This is an optimization exercise on Yosys and OpenROAD, whose aim is small area and a short achievable clock period, not a production implementation.
For this run, only the layout was checked, not whether the RTL still works.
Power figures rest on the tool's default switching activity, not on a simulated workload.

===== flow/design.v =====
`default_nettype none
package bits_pkg;
  localparam int CACHE_BITS = 128;
  localparam int WORD_BITS = 64;
  localparam int WORD_BYTES = 8;
  localparam int BYTE_COUNT_BITS = $clog2(WORD_BYTES + 1);
  localparam int SPACE_LIMIT = CACHE_BITS - WORD_BITS;
  localparam int TAKE_CODES = 18;
  localparam int TAKE_BITS = 5;
  typedef logic [CACHE_BITS-1:0] cache_t;
  typedef logic [WORD_BITS-1:0] word_t;
  typedef logic [WORD_BYTES-1:0] byte_mask_t;
  typedef logic [$clog2(CACHE_BITS + 1)-1:0] fill_level_t;
  typedef logic [TAKE_BITS-1:0] take_code_t;
  localparam fill_level_t LIT_BASE_BITS = 8'd11;
  localparam fill_level_t LIT_STEP_BITS = 8'd5;
  localparam int LIT_CODES = 16;
  localparam take_code_t OP_TYPE1_CODE = 5'd16;
  localparam take_code_t OP_TYPE2_CODE = 5'd17;
  localparam fill_level_t OP_TYPE1_BITS = 8'd22;
  localparam fill_level_t OP_TYPE2_BITS = 8'd18;
  typedef struct packed {
    logic valid;
    word_t word;
    fill_level_t bits;
  } fill_t;
  typedef enum logic [0:0] {
    FILL_IDLE = 1'b0,
    FILL_ACK = 1'b1
  } fill_state_e;
endpackage
`default_nettype wire
`default_nettype none
import bits_pkg::*;
module bits_fill_ctrl
(
  input logic clk,
  input logic resetB,
  input logic mem_req,
  input bits_pkg::byte_mask_t valid_bytes,
  output logic mem_ack,
  input logic space_available,
  input logic load_taken,
  output logic load_valid,
  output logic [BYTE_COUNT_BITS-1:0] load_bytes
);
  bits_pkg::fill_state_e state;
  bits_pkg::fill_state_e state_next;
  logic [WORD_BYTES-1:0] sorted [7];
  logic [WORD_BYTES-1:0] at_least;
  function automatic logic [WORD_BYTES-1:0] exchange(input logic [WORD_BYTES-1:0] v, input int a, input int b);
    logic [WORD_BYTES-1:0] r;
    begin
      r = v;
      r[a] = v[a] | v[b];
      r[b] = v[a] & v[b];
      exchange = r;
    end
  endfunction
  always_comb
  begin
    sorted[0] = valid_bytes;
    sorted[1] = exchange(exchange(exchange(exchange(sorted[0], 0, 1), 2, 3), 4, 5), 6, 7);
    sorted[2] = exchange(exchange(exchange(exchange(sorted[1], 0, 2), 1, 3), 4, 6), 5, 7);
    sorted[3] = exchange(exchange(sorted[2], 1, 2), 5, 6);
    sorted[4] = exchange(exchange(exchange(exchange(sorted[3], 0, 4), 1, 5), 2, 6), 3, 7);
    sorted[5] = exchange(exchange(sorted[4], 2, 4), 3, 5);
    sorted[6] = exchange(exchange(exchange(sorted[5], 1, 2), 3, 4), 5, 6);
    at_least = sorted[6];
    load_bytes[3] = at_least[7];
    load_bytes[2] = at_least[3] & !at_least[7];
    load_bytes[1] = (at_least[1] & !at_least[3]) | (at_least[5] & !at_least[7]);
    load_bytes[0] = (at_least[0] & !at_least[1]) | (at_least[2] & !at_least[3])
                  | (at_least[4] & !at_least[5]) | (at_least[6] & !at_least[7]);
  end
  assign load_valid = (state == FILL_IDLE) && mem_req && space_available;
  always_comb
  begin
    state_next = state;
    case (state)
      FILL_IDLE:
      begin
        if (load_taken)
        begin
          state_next = FILL_ACK;
        end
      end
      FILL_ACK:
      begin
        if (!mem_req)
        begin
          state_next = FILL_IDLE;
        end
      end
      default:
      begin
        state_next = FILL_IDLE;
      end
    endcase
  end
  always_ff @(posedge clk or negedge resetB)
  begin
    if (!resetB)
    begin
      state <= FILL_IDLE;
    end
    else
    begin
      state <= state_next;
    end
  end
  assign mem_ack = (state == FILL_ACK);
endmodule
`default_nettype wire
`default_nettype none
import bits_pkg::*;
module bits_bit_buffer
(
  input logic clk,
  input logic resetB,
  input bits_pkg::take_code_t take,
  input logic load_valid,
  input bits_pkg::word_t load_word,
  input logic [BYTE_COUNT_BITS-1:0] load_bytes,
  output logic load_taken,
  output bits_pkg::cache_t instruction_cache,
  output logic space_available
);
  bits_pkg::fill_level_t fill_level;
  bits_pkg::fill_level_t fill_next;
  bits_pkg::fill_level_t take_len;
  logic [TAKE_CODES-1:0] take_fits;
  logic take_valid;
  function automatic bits_pkg::fill_level_t take_length(input bits_pkg::take_code_t code);
    bits_pkg::fill_level_t len;
    begin
      case (code)
        5'd0: len = 8'd11;
        5'd1: len = 8'd16;
        5'd2: len = 8'd21;
        5'd3: len = 8'd26;
        5'd4: len = 8'd31;
        5'd5: len = 8'd36;
        5'd6: len = 8'd41;
        5'd7: len = 8'd46;
        5'd8: len = 8'd51;
        5'd9: len = 8'd56;
        5'd10: len = 8'd61;
        5'd11: len = 8'd66;
        5'd12: len = 8'd71;
        5'd13: len = 8'd76;
        5'd14: len = 8'd81;
        5'd15: len = 8'd86;
        5'd16: len = 8'd22;
        5'd17: len = 8'd18;
        default: len = 8'd0;
      endcase
      take_length = len;
    end
  endfunction
  function automatic logic at_least(input bits_pkg::fill_level_t x, input bits_pkg::fill_level_t k);
    logic lt;
    logic eq;
    begin
      lt = 1'b0;
      eq = 1'b1;
      for (int i = $bits(x) - 1; i >= 0; i--)
      begin
        if (k[i])
        begin
          lt = lt | (eq & !x[i]);
          eq = eq & x[i];
        end
        else
        begin
          eq = eq & !x[i];
        end
      end
      at_least = !lt;
    end
  endfunction
  for (genvar c = 0; c < TAKE_CODES; c++)
  begin : g_fits
    assign take_fits[c] = at_least(fill_level, take_length(bits_pkg::take_code_t'(c)));
  end
  always_comb
  begin
    take_len = take_length(take);
    take_valid = 1'b0;
    if (take < bits_pkg::take_code_t'(TAKE_CODES))
    begin
      take_valid = take_fits[take];
    end
  end
  assign load_taken = load_valid && !take_valid;
  assign space_available = (fill_level <= bits_pkg::fill_level_t'(SPACE_LIMIT));
  localparam int TAKE_BASE = 11;
  localparam int TAKE_SPAN = CACHE_BITS - TAKE_BASE;
  logic [2:0] tsel_fine;
  logic [3:0] tsel;
  assign tsel_fine[0] = !take[4];
  assign tsel_fine[1] = take[4] && !take[0];
  assign tsel_fine[2] = take[4] && take[0];
  assign tsel[0] = take[0];
  assign tsel[1] = take[1] | (take[4] & !take[0]);
  assign tsel[2] = take[2];
  assign tsel[3] = take[3];
  logic [TAKE_SPAN-1:0] tl [5];
  for (genvar i = 0; i < TAKE_SPAN; i++)
  begin : g_tfine
    if (i >= 2)
    begin : g_three
      bits_aoi222 u_g (.s0(tsel_fine[0]), .a0(instruction_cache[i]), .s1(tsel_fine[1]), .a1(instruction_cache[i - 1]), .s2(tsel_fine[2]), .a2(instruction_cache[i - 2]), .y(tl[0][i]));
    end
    else if (i == 1)
    begin : g_two
      bits_aoi22 u_g (.s0(tsel_fine[0]), .a0(instruction_cache[i]), .s1(tsel_fine[1]), .a1(instruction_cache[i - 1]), .y(tl[0][i]));
    end
    else
    begin : g_one
      assign tl[0][i] = !instruction_cache[i];
    end
  end
  for (genvar k = 0; k < 4; k++)
  begin : g_tlevel
    localparam int W = 5 << k;
    for (genvar i = 0; i < TAKE_SPAN; i++)
    begin : g_bit
      if (i >= W)
      begin : g_mux
        bits_oai22 u_mux (.sa_n(tsel[k]), .a(tl[k][i]), .sb_n(!tsel[k]), .b(tl[k][i - W]), .y(tl[k+1][i]));
      end
      else
      begin : g_pass
        assign tl[k+1][i] = !tl[k][i];
      end
    end
  end
  bits_pkg::cache_t take_out_n;
  assign take_out_n = {tl[4], {TAKE_BASE{1'b1}}};
  logic [CACHE_BITS-1:0] wl [8];
  assign wl[0] = {load_word, {WORD_BITS{1'b0}}};
  for (genvar k = 0; k < 7; k++)
  begin : g_wlevel
    localparam int W = 1 << k;
    localparam int LOW_IN = WORD_BITS - (W - 1);
    for (genvar i = 0; i < CACHE_BITS; i++)
    begin : g_bit
      if (i >= LOW_IN && i + W < CACHE_BITS)
      begin : g_mux
        bits_oai22 u_mux (.sa_n(fill_level[k]), .a(wl[k][i]), .sb_n(!fill_level[k]), .b(wl[k][i + W]), .y(wl[k+1][i]));
      end
      else if (i >= LOW_IN)
      begin : g_top
        assign wl[k+1][i] = !wl[k][i];
      end
      else if (i + W >= LOW_IN)
      begin : g_low
        assign wl[k+1][i] = !wl[k][i + W];
      end
      else
      begin : g_none
        assign wl[k+1][i] = 1'b0;
      end
    end
  end
  bits_pkg::cache_t load_out_n;
  assign load_out_n = wl[7];
  bits_pkg::cache_t cache_next;
  for (genvar i = 0; i < CACHE_BITS; i++)
  begin : g_merge
    bits_oai22 u_mux (.sa_n(!take_valid), .a(take_out_n[i]), .sb_n(take_valid), .b(load_out_n[i]), .y(cache_next[i]));
  end
  logic [WORD_BITS-1:0] load_hi;
  logic [7:0] grp_gt;
  logic [7:0] grp_eq;
  logic [7:0] low_gt;
  always_comb
  begin
    for (int p = 0; p < 8; p++)
    begin
      grp_gt[p] = (fill_level[6:3] > 4'(7 - p));
      grp_eq[p] = (fill_level[6:3] == 4'(7 - p));
    end
    for (int q = 0; q < 8; q++)
    begin
      low_gt[q] = (fill_level[2:0] > 3'(7 - q));
    end
  end
  for (genvar j = 0; j < WORD_BITS; j++)
  begin : g_keep
    assign load_hi[j] = take_valid || (load_valid && !(grp_gt[j / 8] || (grp_eq[j / 8] && low_gt[j % 8])));
  end
  logic load_lo;
  assign load_lo = take_valid || load_valid;
  always_ff @(posedge clk)
  begin
    for (int j = 0; j < WORD_BITS; j++)
    begin
      if (load_lo)
      begin
        instruction_cache[j] <= cache_next[j];
      end
      if (load_hi[j])
      begin
        instruction_cache[WORD_BITS + j] <= cache_next[WORD_BITS + j];
      end
    end
  end
  bits_pkg::fill_level_t fill_take;
  bits_pkg::fill_level_t fill_load;
  assign fill_take = fill_level - take_len;
  assign fill_load = {fill_level[7:3] + 5'(load_bytes), fill_level[2:0]};
  always_comb
  begin
    if (take_valid)
    begin
      fill_next = fill_take;
    end
    else if (load_taken)
    begin
      fill_next = fill_load;
    end
    else
    begin
      fill_next = fill_level;
    end
  end
  always_ff @(posedge clk or negedge resetB)
  begin
    if (!resetB)
    begin
      fill_level <= '0;
    end
    else
    begin
      fill_level <= fill_next;
    end
  end
endmodule
`default_nettype wire
`default_nettype none
module bits_oai22
(
  input logic sa_n,
  input logic a,
  input logic sb_n,
  input logic b,
  output logic y
);
  assign y = ~((a | sa_n) & (b | sb_n));
endmodule
`default_nettype wire
`default_nettype none
module bits_aoi22
(
  input logic s0,
  input logic a0,
  input logic s1,
  input logic a1,
  output logic y
);
  assign y = ~((s0 & a0) | (s1 & a1));
endmodule
`default_nettype wire
`default_nettype none
module bits_aoi222
(
  input logic s0,
  input logic a0,
  input logic s1,
  input logic a1,
  input logic s2,
  input logic a2,
  output logic y
);
  assign y = ~((s0 & a0) | (s1 & a1) | (s2 & a2));
endmodule
`default_nettype wire
`default_nettype none
import bits_pkg::*;
module bits_instruction_cache
(
  input logic clk,
  input logic resetB,
  input logic mem_req,
  output logic mem_ack,
  input bits_pkg::word_t instruction_word,
  input bits_pkg::byte_mask_t valid_bytes,
  input bits_pkg::take_code_t instruction_process,
  output bits_pkg::cache_t instruction_cache,
  output logic space_available
);
  logic load_valid;
  logic [BYTE_COUNT_BITS-1:0] load_bytes;
  logic load_taken;
  bits_fill_ctrl u_fill_ctrl (
    .clk (clk),
    .resetB (resetB),
    .mem_req (mem_req),
    .valid_bytes (valid_bytes),
    .mem_ack (mem_ack),
    .space_available (space_available),
    .load_taken (load_taken),
    .load_valid (load_valid),
    .load_bytes (load_bytes)
  );
  bits_bit_buffer u_bit_buffer (
    .clk (clk),
    .resetB (resetB),
    .take (instruction_process),
    .load_valid (load_valid),
    .load_word (instruction_word),
    .load_bytes (load_bytes),
    .load_taken (load_taken),
    .instruction_cache (instruction_cache),
    .space_available (space_available)
  );
endmodule
`default_nettype wire

===== flow/flow/run.sh =====
#!/bin/bash
# The standard layout, with every input and output port buffered by a plain
# buffer (sky130_fd_sc_hd__buf_1) instead of the delay buffer that
# buffer_ports picks on its own. The resizer may still size these up.
set -euo pipefail
export BUFFER_PORTS_ARGS="-buffer_cell sky130_fd_sc_hd__buf_1"
bash standard.sh > standard.log 2>&1

===== flow/standard.sh =====
#!/bin/bash
# synth_recipe.tcl (not shown) runs the flow's synth.tcl, then flattens the netlist and writes it again
# the make line also repeats each setting of config.mk as NAME=value (left out here)
make -C /OpenROAD-flow-scripts/flow DESIGN_CONFIG=/design/flow/config.mk WORK_HOME=/design/flow/orfs CLKGATE_MAP_FILE= SYNTH_SCRIPT=/design/flow/synth_recipe.tcl "${@:-finish}"

===== flow/config.mk =====
export PLATFORM = sky130hd
export DESIGN_NAME = bits_instruction_cache
export DESIGN_NICKNAME = bits_instruction_cache
export VERILOG_FILES = /design/flow/design.v
export SDC_FILE = /design/flow/constraint.sdc
export NUM_CORES = 4
export LEC_CHECK = 0
export CAP_MARGIN = 20
export CORE_MARGIN = 2
export CORE_UTILIZATION = 30
export CTS_BUF_LIST = sky130_fd_sc_hd__clkbuf_4 sky130_fd_sc_hd__clkbuf_8
export PLACE_DENSITY = 0.45
export SLEW_MARGIN = 20
export SYNTH_HIERARCHICAL = 1

===== flow/constraint.sdc =====
create_clock -name core_clock -period 6.5 [get_ports {clk}]
set_input_delay 1.3000 -clock core_clock [delete_from_list [all_inputs] [get_ports {clk}]]
set_output_delay 1.3000 -clock core_clock [all_outputs]
set_load 0.01 [all_outputs]

==> results.py <==
metrics = {
    "run_status": {
        "status": "finished clean",
    },
    "power_and_ir_drop": {
        "switching_power_w": 0.00803,
        "intPower_w": 0.00486,
        "peakVddDrop_mv": 0.419,
        "leakage_nw": 5.20,
        "p_seq_share_pct": 20.6,
        "power.clock.fraction_pct": 6.2,
        "comb_power_share_pct": 73.1,
        "power_density_nw_per_um2": 784,
        "switching_share_pct": 62.3,
    },
    "grt": {
        "grt_pass1_wl_um": 125000,
        "grt_use_total_pct": 34.7,
        "grt_pass1_vias": 17300,
        "antenna_found_initial": 6,
        "grt_max_degree": 193,
        "overflow": 0,
    },
    "finish": {
        "drive_above_1_share_pct": 5.94,
        "nets": 2108,
        "area_growth_pct": 16.3,
    },
    "setup_path": {
        "cp-end-kind": "flip-flop",
        "critPathMaxFanout": 37,
        "cp-startpoint": "instruction_process[4]",
        "crit_family": "compound AO/OA/AOI/OAI gates",
        "cp_slowest_stage_delay_ns": 0.94,
        "crit_chain": "buf_1, clkinv_2, buf_4, buf_4, a222oi_1, o22ai_1, o22ai_1, o22ai_1, o22ai_1, o22ai_1",
        "crit_path_start_kind": "input pin",
        "worstPathRequired_ns": 6.75,
        "path_buf_inv": 4,
        "critPathMostFrequentCell": "o22ai_1",
        "arrival_ns": 5.30,
        "r2r_start": "u_bit_buffer.fill_level[0]",
        "worstSetupPathType": "input pin to flip-flop",
        "crit_path_top_delay_cell": "a222oi_1",
    },
    "yosys": {
        "syn_inst": 1751,
        "synth-warning-count": 13,
        "yosys.area.top_type": "o22ai_1",
        "synthTopCellsByArea": "o22ai_1, edfxtp_1, a222oi_1, inv_1, o21ai_0",
        "synth_edf_count": 128,
        "seq_area_frac_synth_pct": 28.8,
        "ys_async_sr_fraction_pct": 6.57,
        "synth_top_area_share_pct": 42.6,
        "mappedNetlistArea_um2": 14100,
        "ys_ff_latch": 137,
        "synth_flop_cell": "edfxtp_1",
        "synth_cell_types": 64,
        "syn_avg_cell_area_um2": 8.07,
    },
    "timing": {
        "setup_violations": 0,
        "grt_setup_unrepaired": "false",
        "tns_ns": 0,
        "period_minus_slack_ns": 5.05,
        "relSlewSlack_pct": 22.7,
        "whs_ns": 0.566,
        "finalHoldViolCount": 0,
        "fmax_ghz": 0.198,
        "drv_slew": 0,
        "worst_slack_ns": 1.45,
        "post-route-period-util_pct": 77.8,
        "tightest_slew_ns": 1.16,
        "fin_skew_ns": 0.0213,
    },
    "die": {
        "core_area_um2": 46600,
        "io_pins": 210,
        "die_x_um": 221,
        "die_y_um": 221,
        "die-area_um2": 48900,
        "num_rows": 79,
        "start_util_pct": 30.4,
    },
    "place": {
        "dp_slack_ns": 1.11,
        "port_buffers": 209,
        "gp_congestion": 0.966,
        "dpl.hpwl_um": 66600,
    },
    "detailed_routing": {
        "drc": 0,
        "drt_wl_total_um": 89900,
        "initialDrtViolationCount": 4034,
        "drtAntennaViolNets": 0,
        "via_count": 19700,
        "wl_per_cell_um": 34.2,
        "drtPass1Iterations": 11,
        "routed_via_density": 7.50,
    },
    "cts": {
        "ctsHtreeMaxLevel": 4,
        "ctsResizeCount": 0,
        "cts_hold_buf": 0,
        "cts_sinks": 137,
        "cts_tree": "done",
        "numCtsBuffers": 17,
        "clk-insertion-delay-late_ns": 0.57,
        "postCtsSetupBuffers": 0,
        "cts_root_buf": "clkbuf_8",
        "clk_pin_slew_ns": 0.09,
        "clock_path_buffers": 2,
    },
    "min_path": {
        "hp-class": "flip-flop to flip-flop",
        "hp-start": "u_fill_ctrl.state",
    },
    "flow_run": {
        "maxCapViolCount": 0,
    },
}
-- per-module statistics from Yosys (local to each module, per instance), excerpt --
module           copies in the design  cell area, µm²  cells inside
bits_bit_buffer                     1            6600           618
bits_oai22                        962            6.26             1
bits_aoi222                       115            10.0             1
bits_fill_ctrl                      1             355            55
bits_aoi22                          1            12.5             1
-- cell usage after synthesis, types with 3 or more instances --
cell type,instances
clkinv_1,3
buf_6,4
nor4b_1,3
o22ai_1,963
buf_4,4
edfxtp_1,128
nor3b_1,5
xnor2_1,6
inv_1,154
a21oi_1,18
a222oi_1,115
buf_2,12
nand2_1,57
nor3_1,11
or3_1,8
ha_1,18
nor2_1,56
o31ai_1,3
clkbuf_1,7
mux2i_1,5
nand3_1,9
nand2b_1,4
xor2_1,4
and3_1,3
o21ai_0,63
dfrtp_1,9
o21ai_1,24
nor2b_1,7
-- cell usage in the layout (no fill, tap or decap), types with 8 or more instances in the layout --
master and n:
o22ai_1 963, buf_1 206, inv_1 144, edfxtp_1 128
a222oi_1 115, o21ai_0 62, nand2_1 57, nor2_1 54
buf_4 42, o21ai_1 24, ha_1 18, a21oi_1 17
clkbuf_8 17, conb_1 11, inv_2 10, nor3_1 10
nand3_1 9, or3_1 8
-- worst reg2reg max path: cells and delay by family, from the launching register on --
family	cells	cell delay, ns
buffers and inverters	3	1.23
AO/OA/AOI/OAI	6	2.60
flip-flops	1	0.53
-- sequential cells by signal (all words and copies together) (netlist names) --
signal and cells:
u_bit_buffer.fill_level 8, u_fill_ctrl.state 1, u_bit_buffer.instruction_cache 128
-- area by class of cell --
type,instances,area (µm²)
clock inverter,15,176
timing repair buffer,257,1230
clock buffer,17,234
tap,607,759
fill,5067,30100
inverter,157,598
multi-input combinational,1438,9360
sequential,137,4080
antenna,2,5.00
-- per-layer routing --
| layer | track usage, % | vias up | wire [µm] | part of all wire (%) |
|---|---|---|---|---|
| met1 | 47.8 | 9668 | 37000 | 41 |
| met4 | 15.6 | 6 | 4670 | 5.2 |
| met5 | 0 | - | 49 | 0.055 |
| li1 | - | 8415 | - | - |
| met2 | 52.3 | 1410 | 38900 | 43 |
| met3 | 6.81 | 226 | 9260 | 10 |
-- kinds of logic (layout without fill, tap and decap cells) --
kind of cell | after synthesis | count (layout) | synth area share [%]
DFF | 137 | 137 | 28.8
other | 1 | 13 | 0.0265
and+or+nand+nor | 174 | 174 | 5.96
AOI/OAI and AO/OA | 1213 | 1213 | 56.5
xor gates and xnor gates | 10 | 10 | 0.619
buffers and inverters | 186 | 446 | 5.56
adders and majority gates | 23 | 23 | 2.10
muxes | 7 | 7 | 0.513
-- power by group through the flow --
stage	Sequential [W]	Clock, W	Combinational [W]
floorplan	0.00266	0	0.00501
global placement	0.00263	0	0.00897
detailed placement	0.00261	0	0.00894
CTS	0.00259	0.000820	0.00898
global route	0.00265	0.000843	0.00973
finish	0.00266	0.000805	0.00943
-- final timing paths --
path                                                      end  slack [ns]  depth (start not counted)
max                        u_bit_buffer.instruction_cache[89]        1.45                         10
max reg2reg                u_bit_buffer.instruction_cache[68]        1.90                          9
min reg2reg                                 u_fill_ctrl.state        0.57                          1
min                                         u_fill_ctrl.state        0.57                          1
min in group asynchronous                   u_fill_ctrl.state        0.68                          1
max in group asynchronous          u_bit_buffer.fill_level[4]        5.44                          1
-- stage by stage --
step                      utilization (%)  std cells  area [µm²]  power (W)
final                                35.3       2630       16400     0.0129
after global routing                 35.3       2629       16400     0.0132
after CTS                            35.3       2628       16400     0.0124
after detailed placement             34.4       2596       16000     0.0116
after global placement               34.4       2596       16000     0.0116
after floorplan                         -       1761       14200    0.00767

[port drivers added, routing unchanged]
No port has a modelled driver above. Below, the same layout with a new extraction and two added sets of constraints. Step 1 sets driving cells, clkbuf_16 on the clock port and buf_2 on the other inputs (assumed; they add their load-dependent delay and slew). Step 2 also shifts input and output timing later by t, the mid clock arrival at the registers, as if the neighbouring blocks saw the same clock. Three values: ideal, step 1, step 2; two values: the first two.
t, ns: 0.615
slack for setup (ns): 1.445 / 1.454 / 0.839
worst hold slack (ns): 0.566 / 0.566 / 0.566
latest minus earliest clock arrival (ns): 0.021 / 0.022
cell pins on the clock port's net: 1
After both steps setup and hold are still met in this run. For this run, drivers alone change the setup slack by +0.009 ns; drivers and shift together by -0.606 ns.
